From an optimization exercise on the open Yosys and OpenROAD flow, aimed at small area; shortcuts taken in it are not production practice. In this exercise RTL edits were held to simulation tests only and were not proved equivalent to the original. Power and IR drop assume default switching activity.

## pwm_core
module pwm_core
(
  input  logic                PCLK,
  input  logic                PRESETN,
  input  logic                PSEL,
  input  logic                PENABLE,
  input  logic                PWRITE,
  input  logic [ADDR_W-1:0]   PADDR,
  input  logic [DATA_W-1:0]   PWDATA,
  output logic [DATA_W-1:0]   PRDATA,
  output logic                PREADY,
  output logic                PSLVERR,
  input  logic [TACH_NUM-1:0] TACHIN,
  output logic                TACHINT,
  output logic [PWM_NUM-1:0]  PWM
);
==> flow/config.mk <==
export PLATFORM = sky130hd
export DESIGN_NAME = pwm_core
export DESIGN_NICKNAME = pwm_core
export VERILOG_FILES = /design/flow/design.v
export SDC_FILE = /design/flow/constraint.sdc
export NUM_CORES = 4
export LEC_CHECK = 0
export ABC_AREA = 1
export CAP_MARGIN = 20
export CORE_MARGIN = 2
export CORE_UTILIZATION = 55
export GPL_TIMING_DRIVEN = 0
export SLEW_MARGIN = 20
==> flow/constraint.sdc <==
create_clock -name core_clock -period 10.0 [get_ports {PCLK}]
set_input_delay 2.0000 -clock core_clock [delete_from_list [all_inputs] [get_ports {PCLK}]]
set_output_delay 2.0000 -clock core_clock [all_outputs]
set_load 0.01 [all_outputs]
standard.sh (not shown) runs the stock make flow with config.mk's settings and CLKGATE_MAP_FILE= SYNTH_SCRIPT=/design/flow/synth_recipe.tcl, a recipe that flattens the netlist after the stock synthesis.
==> flow/flow/run.sh <==
#!/bin/bash
set -euo pipefail
here=$(pwd)
rm -rf "$here/scripts_mod"
cp -r "$FLOW_HOME/scripts" "$here/scripts_mod"
cp "$here/flow/abc_area.script" "$here/scripts_mod/abc_area.script"
cts="-sink_clustering_enable -repair_clock_nets -buf_list sky130_fd_sc_hd__clkbuf_16"
cts="$cts -sink_clustering_size 28 -sink_clustering_max_diameter 80 -dont_use_dummy_load"
bash standard.sh SCRIPTS_DIR="$here/scripts_mod" \
  BUFFER_PORTS_ARGS="-buffer_cell sky130_fd_sc_hd__buf_1" \
  CTS_ARGS="$cts" \
  finish > "$here/make_flow.log" 2>&1
==> flow/flow/abc_area.script <==
strash
balance
rewrite
refactor
balance
rewrite
rewrite -z
balance
refactor -z
rewrite -z
balance
&get -n
&dch -f
&nf -R 1000 -p
&put
topo
The first run completed with no timing, DRC or antenna violations.
Then changed:
==> flow/flow/run.sh (replaced) <==
#!/bin/bash
set -euo pipefail
here=$(pwd)
rm -rf "$here/scripts_mod"
cp -r "$FLOW_HOME/scripts" "$here/scripts_mod"
cp "$here/flow/abc_area.script" "$here/scripts_mod/abc_area.script"
cts="-sink_clustering_enable -repair_clock_nets -buf_list sky130_fd_sc_hd__clkbuf_4"
cts="$cts -sink_clustering_size 9 -sink_clustering_max_diameter 40 -dont_use_dummy_load"
bash standard.sh SCRIPTS_DIR="$here/scripts_mod" \
  BUFFER_PORTS_ARGS="-buffer_cell sky130_fd_sc_hd__buf_1" \
  CTS_ARGS="$cts" \
  finish > "$here/make_flow.log" 2>&1
--- a/flow/flow/abc_area.script
+++ b/flow/flow/abc_area.script
@@ -16 +16,5 @@
 topo
+stime -c
+buffer -c
+upsize -c
+dnsize -c
Settings changed: CAP_MARGIN 20 to 0, GPL_TIMING_DRIVEN 0 to not set, SLEW_MARGIN 20 to 0.
What happened: Setup slack gets better by 1.1 ns; design area came out lower by 1.7%; power went down by 1.5%; worst hold slack hardly moves; clock-buffer cell count came out higher by 32.
Then changed:
--- a/flow/flow/abc_area.script
+++ b/flow/flow/abc_area.script
@@ -16,5 +16 @@
 topo
-stime -c
-buffer -c
-upsize -c
-dnsize -c
=> Area after synthesis fell by 1.4%; routed wire length fell by 3.8%; critical path depth rose by 1.
Then changed:
==> flow/flow/run.sh (replaced) <==
#!/bin/bash
set -euo pipefail
here=$(pwd)
rm -rf "$here/scripts_mod"
cp -r "$FLOW_HOME/scripts" "$here/scripts_mod"
cp "$here/flow/abc_area.script" "$here/scripts_mod/abc_area.script"
cts="-sink_clustering_enable -repair_clock_nets -buf_list sky130_fd_sc_hd__clkbuf_8"
cts="$cts -sink_clustering_size 16 -sink_clustering_max_diameter 50 -dont_use_dummy_load"
bash standard.sh SCRIPTS_DIR="$here/scripts_mod" \
  BUFFER_PORTS_ARGS="-buffer_cell sky130_fd_sc_hd__buf_1" \
  CTS_ARGS="$cts" \
  finish > "$here/make_flow.log" 2>&1
Settings changed: CAP_MARGIN 0 to 20, SLEW_MARGIN 0 to 20.
Effect:
- die area does not change
- power went up by a few percent
- register-to-register slack loses 0.04 ns
- first-iteration DRC count goes down by about a fifth
- fmax went down slightly

what the ideal ports hide:
No port has a modelled driver above. Below, the same layouts with a new extraction and two added sets of constraints.
Step 1 (the two cells are an assumption about what drives the block):
set clk [get_ports {PCLK}]
set_driving_cell -lib_cell sky130_fd_sc_hd__clkbuf_16 $clk
set_driving_cell -lib_cell sky130_fd_sc_hd__buf_2 [delete_from_list [all_inputs] $clk]
Step 2 also shifts input and output timing later by t, the mid clock arrival at the registers, as if the neighbouring blocks saw the same clock.
Three values: ideal ports, drivers, drivers and shift; two values: the first two.
run | shift t [ns] | setup WS [ns] | hold WS [ns] | worst setup path after step 2 | latest minus earliest clock arrival (ns)
the first run | 0.537 | 0.223 / 0.253 / -0.284 | 0.447 / 0.447 / 0.447 | input to register | 0.036 / 0.036
the second run | 0.704 | 1.356 / 1.359 / 0.655 | 0.445 / 0.445 / 0.445 | input to register | 0.057 / 0.057
the third run | 0.709 | 0.756 / 0.777 / 0.068 | 0.452 / 0.452 / 0.452 | input to register | 0.111 / 0.110
the fourth run | 0.571 | 0.586 / 0.607 / 0.036 | 0.455 / 0.455 / 0.455 | input to register | 0.042 / 0.042
With both steps, setup timing fails in the first run, where it was met with ideal ports. For the second run, which loses most, drivers alone change the setup slack by +0.003 ns; drivers and shift together by -0.701 ns.
